What follows belongs to an exercise in optimizing a design on an open flow for small area, a short achievable clock period and few clock cycles per item; a production flow would make more cautious choices. Function was checked by simulation only, so behaviour that the tests miss may differ from the original. Power figures rest on the tool's default switching activity, not on a simulated workload.

==> flow/design.v <==
module alu_sequencer (
    input  logic       clk,
    input  logic       rst_n,
    input  logic [3:0] op,
    input  logic       wy,
    output logic       first,      
    output logic       ysel,       
    output logic [3:0] asel,       
    output logic       done
);
    localparam logic [3:0] OP_NOP    = 4'd0;
    localparam logic [3:0] OP_YTA    = 4'd1;
    localparam logic [3:0] OP_XOR    = 4'd4;
    localparam logic [3:0] OP_ACX    = 4'd6;
    localparam logic [3:0] OP_ANX    = 4'd7;
    localparam logic [3:0] OP_SHIFT  = 4'd8;
    localparam logic [3:0] OP_PACK   = 4'd9;
    localparam logic [3:0] OP_UNPACK = 4'd10;
    logic is_nop, is_yta;
    assign is_nop = (op == OP_NOP);
    assign is_yta = (op == OP_YTA);
    assign first  = !is_nop && !is_yta;
    logic sel_n, sel_p, sel_u;
    assign sel_n = (op == OP_ACX) || (op == OP_ANX);
    assign sel_p = (op == OP_PACK);
    assign sel_u = (op == OP_UNPACK);
    always_ff @(posedge clk or negedge rst_n) begin
        if (!rst_n) begin
            ysel <= 1'b0;
            asel <= 4'd0;
            done <= 1'b0;
        end else begin
            done <= !is_nop;
            asel <= {sel_n, sel_p, sel_u, !(sel_n || sel_p || sel_u)};
            if (is_nop) begin
                if (wy) ysel <= 1'b1;
            end else if (!is_yta) begin
                ysel <= (op == OP_XOR) || (op == OP_ANX) || (op == OP_SHIFT);
            end
        end
    end
endmodule
module alu_ones16 (
    input  logic [15:0] w,
    output logic [4:0]  n
);
    logic [7:0][1:0] s1;
    logic [3:0][2:0] s2;
    logic [1:0][3:0] s3;
    genvar k;
    generate
        for (k = 0; k < 8; k++) begin : g1
            assign s1[k] = {1'b0, w[2*k]} + {1'b0, w[2*k+1]};
        end
        for (k = 0; k < 4; k++) begin : g2
            assign s2[k] = {1'b0, s1[2*k]} + {1'b0, s1[2*k+1]};
        end
        for (k = 0; k < 2; k++) begin : g3
            assign s3[k] = {1'b0, s2[2*k]} + {1'b0, s2[2*k+1]};
        end
    endgenerate
    assign n = {1'b0, s3[0]} + {1'b0, s3[1]};
endmodule
module alu_counts (
    input  logic [47:0] x,
    output logic [4:0]  top,       
    output logic [5:0]  top2,      
    output logic [5:0]  all        
);
    logic [4:0] p2, p1, p0;
    alu_ones16 u_p2 (.w(x[47:32]), .n(p2));
    alu_ones16 u_p1 (.w(x[31:16]), .n(p1));
    alu_ones16 u_p0 (.w(x[15:0]),  .n(p0));
    assign top  = p2;
    assign top2 = {1'b0, p2} + {1'b0, p1};
    assign all  = top2 + {1'b0, p0};
endmodule
module alu_lead (
    input  logic [47:0] a,
    output logic [5:0]  lzc,
    output logic [5:0]  n
);
    logic [6:0][63:0]    v;
    logic [6:0][6*64-1:0] z;
    assign v[0] = {a, 16'hffff};
    assign z[0] = '0;
    genvar l, g;
    generate
        for (l = 1; l <= 6; l++) begin : g_l
            for (g = 0; g < (64 >> l); g++) begin : g_g
                assign v[l][g] = v[l-1][2*g+1] | v[l-1][2*g];
                if (l == 1) begin : g_b
                    assign z[l][6*g +: 6] = {5'd0, ~v[0][2*g+1]};
                end else begin : g_m
                    assign z[l][6*g +: 6] = v[l-1][2*g+1]
                        ? z[l-1][6*(2*g+1) +: 6]
                        : (6'd1 << (l-1)) | z[l-1][6*(2*g) +: 6];
                end
            end
            for (g = (64 >> l); g < 64; g++) begin : g_pad
                assign v[l][g] = 1'b0;
                assign z[l][6*g +: 6] = '0;
            end
        end
    endgenerate
    assign lzc = z[6][5:0];
    assign n   = (lzc == 6'd48) ? 6'd0 : lzc + 6'd1;
endmodule
module alu_eac_add (
    input  logic [47:0] x,
    input  logic [47:0] z,
    output logic [47:0] s
);
    logic [6:0][47:0] gg;
    logic [6:0][47:0] pp;
    logic [47:0]      cin;
    assign gg[0] = x & z;
    assign pp[0] = x ^ z;
    genvar l, i;
    generate
        for (l = 0; l < 6; l++) begin : g_l
            for (i = 0; i < 48; i++) begin : g_i
                if ((i >> l) & 1) begin : g_m
                    localparam int Q = ((i >> l) << l) - 1;
                    assign gg[l+1][i] = gg[l][i] | (pp[l][i] & gg[l][Q]);
                    assign pp[l+1][i] = pp[l][i] & pp[l][Q];
                end else begin : g_p
                    assign gg[l+1][i] = gg[l][i];
                    assign pp[l+1][i] = pp[l][i];
                end
            end
        end
    endgenerate
    assign cin[0] = gg[6][47];
    generate
        for (i = 1; i < 48; i++) begin : g_c
            assign cin[i] = gg[6][i-1] | (pp[6][i-1] & gg[6][47]);
        end
    endgenerate
    assign s = pp[0] ^ cin;
endmodule
module alu_eac_inc (
    input  logic [47:0] z,
    input  logic [5:0]  tz,
    input  logic [5:0]  n,
    output logic [47:0] s
);
    logic [6:0]  lo;
    logic        wrap;
    logic [6:0]  lo2;
    logic [41:0] run;           
    logic [7:0]  hi_eq, hi_gt, lo_ge;
    always_comb begin
        for (int h = 0; h < 8; h++) begin
            hi_eq[h] = (tz[5:3] == 3'(h));
            hi_gt[h] = (tz[5:3] > 3'(h));
            lo_ge[h] = (tz[2:0] >= 3'(h));
        end
        for (int k = 0; k < 42; k++) run[k] = hi_gt[k >> 3] | (hi_eq[k >> 3] & lo_ge[k & 7]);
    end
    assign lo   = {1'b0, z[5:0]} + {1'b0, n};
    assign wrap = lo[6] & (tz == 6'd42);
    assign lo2  = {1'b0, z[5:0]} + {1'b0, n} + {6'd0, wrap};
    assign s[5:0]  = lo2[5:0];
    assign s[47:6] = z[47:6] ^ (run & {42{lo2[6]}});
endmodule
module alu_shifter (
    input  logic [47:0] a,
    input  logic [6:0]  c,
    input  logic        anx,
    input  logic [5:0]  lzc,
    output logic [47:0] rot,
    output logic [47:0] acc_mask,
    output logic [47:0] y_mask
);
    logic [47:0] r0, r1, r2, r4, r8;
    logic [3:0]  d;
    logic [1:0]  k;
    logic [5:0]  amt;
    assign amt = (lzc == 6'd0 || lzc >= 6'd48) ? 6'd0 : 6'd48 - lzc;
    always_comb begin
        case (c[6:4])
            3'd0:    k = 2'd2;
            3'd1:    k = 2'd0;
            3'd2:    k = 2'd1;
            3'd3:    k = 2'd2;
            3'd4:    k = 2'd0;
            3'd5:    k = 2'd1;
            3'd6:    k = 2'd2;
            default: k = 2'd0;
        endcase
        if (anx) k = amt[5:4];
    end
    assign d  = anx ? amt[3:0] : c[3:0];
    assign r0 = a;
    assign r1 = d[0] ? {r0[0],    r0[47:1]} : r0;
    assign r2 = d[1] ? {r1[1:0],  r1[47:2]} : r1;
    assign r4 = d[2] ? {r2[3:0],  r2[47:4]} : r2;
    assign r8 = d[3] ? {r4[7:0],  r4[47:8]} : r4;
    always_comb begin
        case (k)
            2'd1:    rot = {r8[15:0], r8[47:16]};
            2'd2:    rot = {r8[31:0], r8[47:32]};
            default: rot = r8;
        endcase
    end
    logic [5:0]  t;
    logic [47:0] low;
    logic        lo_to_acc, hi_to_acc, lo_to_y, hi_to_y;
    always_comb begin
        if (c >= 7'd64) begin
            if (c <= 7'd112) begin
                t = 6'(7'd112 - c);
                lo_to_acc = 1'b1; hi_to_acc = 1'b0; lo_to_y = 1'b0; hi_to_y = 1'b1;
            end else begin
                t = 6'(8'd160 - {1'b0, c});
                lo_to_acc = 1'b0; hi_to_acc = 1'b0; lo_to_y = 1'b1; hi_to_y = 1'b0;
            end
        end else begin
            if (c >= 7'd16) begin
                t = 6'(7'd64 - c);
                lo_to_acc = 1'b0; hi_to_acc = 1'b1; lo_to_y = 1'b1; hi_to_y = 1'b0;
            end else begin
                t = 6'(7'd16 - c);
                lo_to_acc = 1'b0; hi_to_acc = 1'b0; lo_to_y = 1'b0; hi_to_y = 1'b1;
            end
        end
        for (int i = 0; i < 48; i++) low[i] = (6'(i) < t);
    end
    assign acc_mask = (low & {48{lo_to_acc}}) | (~low & {48{hi_to_acc}});
    assign y_mask   = (low & {48{lo_to_y}})   | (~low & {48{hi_to_y}}) | {48{anx}};
endmodule
module alu_group_zeros (
    input  logic [47:0] m,
    output logic [25:0] zg         
);
    logic [5:0][3:0] n;            
    function automatic logic [3:0] zeros8(logic [7:0] w);
        logic [1:0] p0, p1, p2, p3;
        p0 = {1'b0, ~w[0]} + {1'b0, ~w[1]};
        p1 = {1'b0, ~w[2]} + {1'b0, ~w[3]};
        p2 = {1'b0, ~w[4]} + {1'b0, ~w[5]};
        p3 = {1'b0, ~w[6]} + {1'b0, ~w[7]};
        zeros8 = ({2'b0, p0} + {2'b0, p1}) + ({2'b0, p2} + {2'b0, p3});
    endfunction
    genvar g;
    generate
        for (g = 0; g < 6; g++) begin : g_n
            assign n[g] = zeros8(m[8*g +: 8]);
        end
    endgenerate
    logic [3:0] z4;
    logic [4:0] z3, z2, n32;
    logic [5:0] z1, z0;
    assign z4  = n[5];
    assign z3  = {1'b0, n[5]} + {1'b0, n[4]};
    assign n32 = {1'b0, n[3]} + {1'b0, n[2]};
    assign z2  = z3 + {1'b0, n[3]};
    assign z1  = {1'b0, z3} + {1'b0, n32};
    assign z0  = z1 + {2'b0, n[1]};
    assign zg = {z0, z1, z2, z3, z4};
endmodule
module alu_bitfield (
    input  logic [47:0] aq,        
    input  logic [47:0] bq,        
    input  logic [25:0] zg,        
    output logic [47:0] packed_w,
    output logic [47:0] unpacked_w
);
    logic [5:0][5:0] base;         
    assign base[5] = 6'd0;
    assign base[4] = {2'd0, zg[3:0]};
    assign base[3] = {1'd0, zg[8:4]};
    assign base[2] = {1'd0, zg[13:9]};
    assign base[1] = zg[19:14];
    assign base[0] = zg[25:20];
    function automatic logic [2:0] zeros_above(logic [7:0] w, logic [2:0] k);
        logic [2:0] n;
        n = 3'd0;
        for (int j = 0; j < 8; j++) begin
            if (j > k) n = n + {2'd0, ~w[j]};
        end
        zeros_above = n;
    endfunction
    logic [5:0][47:0] c;
    genvar g, k;
    generate
        for (g = 0; g < 6; g++) begin : g_grp
            for (k = 0; k < 8; k++) begin : g_k
                logic [5:0] z;
                assign z = base[g] + {3'd0, zeros_above(bq[8*g +: 8], 3'(k))};
                assign c[0][8*g+k] = z[0];
                assign c[1][8*g+k] = z[1];
                assign c[2][8*g+k] = z[2];
                assign c[3][8*g+k] = z[3];
                assign c[4][8*g+k] = z[4];
                assign c[5][8*g+k] = z[5];
            end
        end
    endgenerate
    logic [6:0][47:0] x;
    logic [6:0][47:0] u;
    assign x[0] = bq & aq;
    assign u[6] = aq;
    genvar i, p;
    generate
        for (i = 0; i < 6; i++) begin : g_st
            localparam int S = 1 << i;
            for (p = 0; p < 48; p++) begin : g_p
                if (p >= S) begin : g_in
                    assign x[i+1][p] = (x[i][p] & ~c[i][p]) | (x[i][p-S] & c[i][p-S]);
                end else begin : g_low
                    assign x[i+1][p] = x[i][p] & ~c[i][p];
                end
                if (p + S < 48) begin : g_u
                    assign u[i][p] = c[i][p] ? u[i+1][p+S] : u[i+1][p];
                end else begin : g_uk
                    assign u[i][p] = u[i+1][p];
                end
            end
        end
    endgenerate
    assign packed_w   = x[6];
    assign unpacked_w = u[0] & bq;
endmodule
module mesm6_alu (
    input  logic        clk,
    input  logic        rst_n,
    input  logic [3:0]  op,
    input  logic        wy,
    input  logic [47:0] a,
    input  logic [47:0] b,
    output logic [47:0] acc,
    output logic [47:0] y,
    output logic        done
);
    localparam logic [3:0] OP_NOP    = 4'd0;
    localparam logic [3:0] OP_YTA    = 4'd1;
    localparam logic [3:0] OP_AND    = 4'd2;
    localparam logic [3:0] OP_OR     = 4'd3;
    localparam logic [3:0] OP_XOR    = 4'd4;
    localparam logic [3:0] OP_ARX    = 4'd5;
    localparam logic [3:0] OP_ACX    = 4'd6;
    localparam logic [3:0] OP_ANX    = 4'd7;
    localparam logic [3:0] OP_SHIFT  = 4'd8;
    localparam logic [3:0] OP_PACK   = 4'd9;
    localparam logic [3:0] OP_UNPACK = 4'd10;
    logic       first, ysel;
    logic [3:0] asel;
    alu_sequencer u_sequencer (
        .clk    (clk),
        .rst_n  (rst_n),
        .op     (op),
        .wy     (wy),
        .first  (first),
        .ysel   (ysel),
        .asel   (asel),
        .done   (done)
    );
    logic [47:0] aq, bq;
    logic [5:0]  nq;       
    logic [5:0]  tq;       
    logic [5:0]  all;
    logic [5:0]  lzc, n_anx;
    logic [47:0] sum;
    logic [47:0] rot, acc_mask, y_mask;
    logic [47:0] packed_w, unpacked_w;
    logic [4:0]  unused_top;
    logic [5:0]  unused_top2;
    alu_counts u_count_a (
        .x    (a),
        .top  (unused_top),
        .top2 (unused_top2),
        .all  (all)
    );
    alu_lead u_lead (.a(a), .lzc(lzc), .n(n_anx));
    logic [5:0]  tz, unused_tn;
    logic [47:0] b_rev;
    always_comb begin
        for (int i = 0; i < 42; i++) b_rev[47-i] = ~b[6+i];
        b_rev[5:0] = 6'h3f;
    end
    alu_lead u_trail (.a(b_rev), .lzc(tz), .n(unused_tn));
    alu_eac_add u_add (.x(a), .z(b), .s(sum));
    alu_shifter u_shifter (
        .a        (a),
        .c        (b[47:41]),
        .anx      (op == OP_ANX),
        .lzc      (lzc),
        .rot      (rot),
        .acc_mask (acc_mask),
        .y_mask   (y_mask)
    );
    logic [25:0] zg, zq;
    alu_group_zeros u_group_zeros (.m(b), .zg(zg));
    alu_bitfield u_bitfield (
        .aq         (aq),
        .bq         (bq),
        .zg         (zq),
        .packed_w   (packed_w),
        .unpacked_w (unpacked_w)
    );
    always_ff @(posedge clk) begin
        case (op)
            OP_AND:   bq <= a & b;
            OP_OR:    bq <= a | b;
            OP_XOR:   bq <= a ^ b;
            OP_ARX:   bq <= sum;
            OP_SHIFT: bq <= rot & acc_mask;
            OP_YTA:   bq <= y;
            default:  bq <= b;
        endcase
        nq <= (op == OP_ACX) ? all : n_anx;
        zq <= zg;
        tq <= tz;
        if (first) begin
            if (op == OP_ANX || op == OP_SHIFT) aq <= rot & y_mask;
            else                                aq <= a;
        end else if (op == OP_NOP && wy) begin
            aq <= a;
        end
    end
    logic [47:0] inc;
    alu_eac_inc u_inc (.z(bq), .tz(tq), .n(nq), .s(inc));
    assign y   = ysel ? aq : '0;
    assign acc = (inc        & {48{asel[3]}}) | (packed_w & {48{asel[2]}}) |
                 (unpacked_w & {48{asel[1]}}) | (bq       & {48{asel[0]}});
endmodule
==> flow/flow/run.sh <==
#!/bin/bash
# The standard layout (the standard.sh), with two changes:
#  - synthesis maps adders to plain gates, which ABC maps with the rest of
#    the logic, instead of extracting them into the library's full- and
#    half-adder cells;
#  - the buffer on each input and output port is a buf_4 rather than the
#    flow's default choice of a delay buffer.
# ORFS keeps each step's log under orfs/logs/; make's own output goes to
# flow_make.log in this folder.
set -euo pipefail
bash standard.sh ADDER_MAP_FILE= "BUFFER_PORTS_ARGS=-buffer_cell sky130_fd_sc_hd__buf_4" finish > flow_make.log 2>&1
==> flow/standard.sh <==
#!/bin/bash
# synth_recipe.tcl (not shown) runs the flow's synth.tcl, then flattens the netlist and writes it again
# the make line also repeats each setting of config.mk as NAME=value (left out here)
make -C /OpenROAD-flow-scripts/flow DESIGN_CONFIG=/design/flow/config.mk WORK_HOME=/design/flow/orfs CLKGATE_MAP_FILE= SYNTH_SCRIPT=/design/flow/synth_recipe.tcl "${@:-finish}"
==> flow/config.mk <==
export PLATFORM = sky130hd
export DESIGN_NAME = mesm6_alu
export DESIGN_NICKNAME = mesm6_alu
export VERILOG_FILES = /design/flow/design.v
export SDC_FILE = /design/flow/constraint.sdc
export NUM_CORES = 4
export LEC_CHECK = 0
export ABC_AREA = 1
export CAP_MARGIN = 20
export CORE_MARGIN = 2
export CORE_UTILIZATION = 60
export SETUP_SLACK_MARGIN = 1.5
export SLEW_MARGIN = 20
==> flow/constraint.sdc <==
create_clock -name core_clock -period 7.5 [get_ports {clk}]
set_input_delay 1.5000 -clock core_clock [delete_from_list [all_inputs] [get_ports {clk}]]
set_output_delay 1.5000 -clock core_clock [all_outputs]
set_load 0.01 [all_outputs]
==> run notes <==
run status: no timing/DRC/antenna violations
synth warn: 6
Final Hold Violating Endpoints: 0
layout cells sized above 1: 0.0907
ys async rst share: 0.0429
Setup TNS Final: 0 ps
FMAX: 0.167 GHz
clk buf depth: 2
routed wire length: 175 mm
Vias per Instance: 6.61
met2 GRT Util: 0.834
GPL Wtd Cong: 1.20
WHS: 845 ps
clock-pin slew on the worst setup and hold paths: 70 ps
Crit Path Class: flop to output port
Synth Net Count: 6488
initial antenna violation count: 14
Port Buffer Count: 199
Top delay family on crit path: simple AND/OR/NAND/NOR gates
Routed WL per cell: 24.4 µm
cells on worst reg2reg path: 7
Post-Place Setup Slack: 1370 ps
width of the die: 235 µm
Hold Path Class: primary input to asynchronous set/reset pin
detailed placement HPWL: 136 mm
Final nets: 6541
Initial Util: 0.609
largest net degree at the start of global routing: 85
die area: 55400 µm²
post-synthesis cell area: 32100 µm²
iteration count of the initial detailed-routing pass: 22
CP required: 6000 ps
Slew Limit Fails: 0
CTS tree: done
clock root buffer: clkbuf_16
CP Cell Sequence: inv_1, nand3_1, nand3_1, or2_1, nand3_1, nand3_1, nand2_1, a21oi_1, nor2_2, inv_1, nor2_2, inv_1, nand2_1, nand2_1, nand2_1, o211ai_1, o211ai_1, nand3_1, nand3_1, nand3_1, o21ai_2, buf_4
Tcrit/Tclk final: 0.797
gr usage total: 0.598
most frequent cell on the critical path: nand3_1
grt peak-use layer: met2
Crit Path Max Fanout: 12
R2R setup slack: 4540 ps
post-synthesis sequential element count: 140
commonest non-fill, non-tap cell in the layout: nand2_1
Final WS setup: 1520 ps
Worst-Margin Slew: 1220 ps
Seq/Total Area, Yosys: 0.103
Synth Area per Inst: 5.03 µm²
max incr delay on CP: 620 ps
io pins: 200
DR vias: 47300
arrival time at the worst endpoint: 4480 ps
Final Skew: 15.1 ps
commonest cells after routing, fill and taps aside: nand2_1 (2155), inv_1 (867), nand3_1 (701)
chip height: 235 µm
FF+latch area: 3390 µm²
Global Route met1 Usage: 0.642
final setup vio count: 0
Slew headroom: 0.186
Mapped Cells: 6385
# fillers: 5283
# H-tree levels: 4
first-pass GRT wire length: 251 mm
post-synth cell types: 84
leakage: 18.8 nW
kind of start point of the critical path: flop
grt total ovfl: 0
number of synthesized flops with an enable pin: 48
residual DRC count: 0
core area: 52800 µm²
Worst-Skew Late Latency: 480 ps
vias in the first global route: 41700
Critical-path top delay cell: dfxtp_2
met3 Use GR: 0.318
r2r startpoint: u_sequencer.ysel
RSZ-0062 raised after global routing: yes
peak supply drop: 0.296 mV
Power Dens Cells: 323 nW/µm²
reg-to-reg endpoint: bq[27]
Setup crit end kind: output port
Post-synth top flop: dfxtp_1
total CTS buffers: 17
Starting DRT DRC Count: 9511
CTS sink count: 140
Row Count: 84
footprint of the multi-input gates: 24500 µm²
Final ANT Viol Nets: 0
post-cts hold buffer count: 0
Max Cap Violations: 0
Area Growth Syn to Fin: 8.48%
worst path bufs/invs: 4
Final min period: 5980 ps
==> Yosys cell counts, types with 9 or more instances <==
| library cell | instances | share of area |
|---|---|---|
| a22o_1 | 24 | 0.0065 |
| a31oi_1 | 44 | 0.0086 |
| nand2_2 | 20 | 0.0039 |
| a21oi_1 | 190 | 0.030 |
| inv_2 | 72 | 0.0084 |
| edfxtp_1 | 48 | 0.045 |
| dfxtp_1 | 86 | 0.054 |
| nor3_1 | 55 | 0.0086 |
| o21a_1 | 19 | 0.0044 |
| buf_1 | 22 | 0.0026 |
| nor2_1 | 614 | 0.072 |
| mux2i_1 | 11 | 0.0034 |
| clkbuf_1 | 130 | 0.015 |
| a22oi_1 | 15 | 0.0035 |
| buf_2 | 43 | 0.0067 |
| xor2_1 | 102 | 0.028 |
| nand3_2 | 21 | 0.0065 |
| a21boi_1 | 11 | 0.0026 |
| clkinv_1 | 16 | 0.0019 |
| o211ai_2 | 9 | 0.0035 |
| nand3_1 | 706 | 0.11 |
| o22ai_1 | 149 | 0.029 |
| and2_1 | 12 | 0.0023 |
| buf_4 | 11 | 0.0026 |
| or2_2 | 40 | 0.0078 |
| a21boi_0 | 24 | 0.0056 |
| o21ai_1 | 151 | 0.024 |
| nand4_1 | 64 | 0.012 |
| xnor2_1 | 27 | 0.0074 |
| o2111ai_1 | 14 | 0.0038 |
| o221ai_1 | 10 | 0.0027 |
| o21ai_0 | 327 | 0.051 |
| inv_1 | 877 | 0.10 |
| nor2_2 | 14 | 0.0027 |
| o211ai_1 | 69 | 0.016 |
| o311ai_0 | 9 | 0.0025 |
| nand3b_1 | 13 | 0.0030 |
| or2_1 | 27 | 0.0053 |
| a221oi_1 | 27 | 0.0074 |
| nand2_1 | 2157 | 0.25 |
==> power by group <==
part | leakage [nW] | internal [mW] | total (mW) | switching, mW
logic | 17.2 | 2.63 | 8.96 | 6.33
registers | 1.31 | 0.936 | 1.43 | 0.494
clock network | 0.293 | 0.492 | 0.882 | 0.390
total | 18.8 | 4.05 | 11.3 | 7.21
==> per-stage QoR <==
stage,std cells,instance area (µm²),total power [mW],util
2_1_floorplan,6385,32100,7.13,-
3_3_place_gp,7096,33800,9.46,0.642
3_5_place_dp,7096,33800,9.59,0.642
4_1_cts,7128,34500,10.5,0.653
5_1_grt,7140,34800,11.9,0.660
6_report,7151,34800,11.3,0.660
==> area by class of cell <==
class / count / share of cell area
multi-input cells: 5066 / 0.702
inverters: 966 / 0.105
flip-flops and latches: 140 / 0.0972
repair buffers: 247 / 0.0536
well taps: 688 / 0.0247
clock buffers: 19 / 0.0133
clock inverters: 13 / 0.00366
diodes: 12 / 0.000862
==> sequential cells by signal, summed over array words and instances, names as in the netlist <==
signal,flops
u_sequencer.ysel,1
u_sequencer.asel,4
bq,48
u_sequencer.done,1
tq,6
aq,48
nq,6
zq,26
==> timing repair <==
item | CTS | global route
setup buffers | 0 | 10
gates resized for setup | 13 | 99
endpoints found under the setup margin | 15 | 143
cloned | 0 | 1
pin swaps | 0 | 9
==> worst register-to-register path: stages, from the launching register on <==
cell and delay, ps:
dfrtp_1 560, buf_4 390, nand2_1 460, o22ai_1 150, a2111oi_0 930, nand3_1 230
nand2_1 120, inv_1 40
==> logic make-up (layout without fill, tap and decap cells) <==
| group | Yosys count | in the layout | synth area share |
|---|---|---|---|
| compound gates | 1148 | 1149 | 0.217 |
| xor+xnor | 131 | 131 | 0.0364 |
| fa+ha+maj | 2 | 2 | 0.000623 |
| buf+inv | 1180 | 1245 | 0.143 |
| flops | 140 | 140 | 0.103 |
| mux | 13 | 13 | 0.00413 |
| other cells | 0 | 12 | 0 |
| simple gates | 3771 | 3771 | 0.496 |
==> layer usage <==
metal / share of wire / up-vias
met2: 0.37 / 4392
met4: 0.13 / 18
met1: 0.31 / 20400
met3: 0.18 / 1616
li1: - / 20900
met5: 0.0020 / -
==> worst max path at each step <==
stage	start	endpoint	slack (ps)	cells after the start
after floorplan	bq[35]	acc[33]	3140	22
after global placement	a[39]	aq[32]	1360	23
after detailed placement	a[39]	aq[32]	1370	23
after CTS	bq[37]	acc[36]	1480	25
after global routing	bq[37]	acc[36]	1430	25
final	bq[31]	acc[19]	1520	22
Testbench counts, summed over its fixed seeds: cycles 9,600, ops 4,800.

[afterwards: timing with drivers on the ports]
How much do the figures lean on ideal ports? The routed layout below was timed once more, with nothing changed but the port constraints.
Step 1 (the two cells are an assumption about what drives the block):
set clk [get_ports {clk}]
set_driving_cell -lib_cell sky130_fd_sc_hd__clkbuf_16 $clk
set_driving_cell -lib_cell sky130_fd_sc_hd__buf_2 [delete_from_list [all_inputs] $clk]
Step 2 moves the port delays by t, midway between the first and last clock arrival at a register: inputs arrive t later, outputs are due t later. That takes back most of the time a late clock gives input paths.
Three values: ideal, step 1, step 2; two values: the first two.
shift t [ns]: 0.517
setup WS [ns]: 1.521 / 1.468 / 1.076
clock arrival spread, ns: 0.022 / 0.022
After both steps setup and hold are still met in this run. For this run, drivers alone change the setup slack by -0.053 ns; drivers and shift together by -0.445 ns.
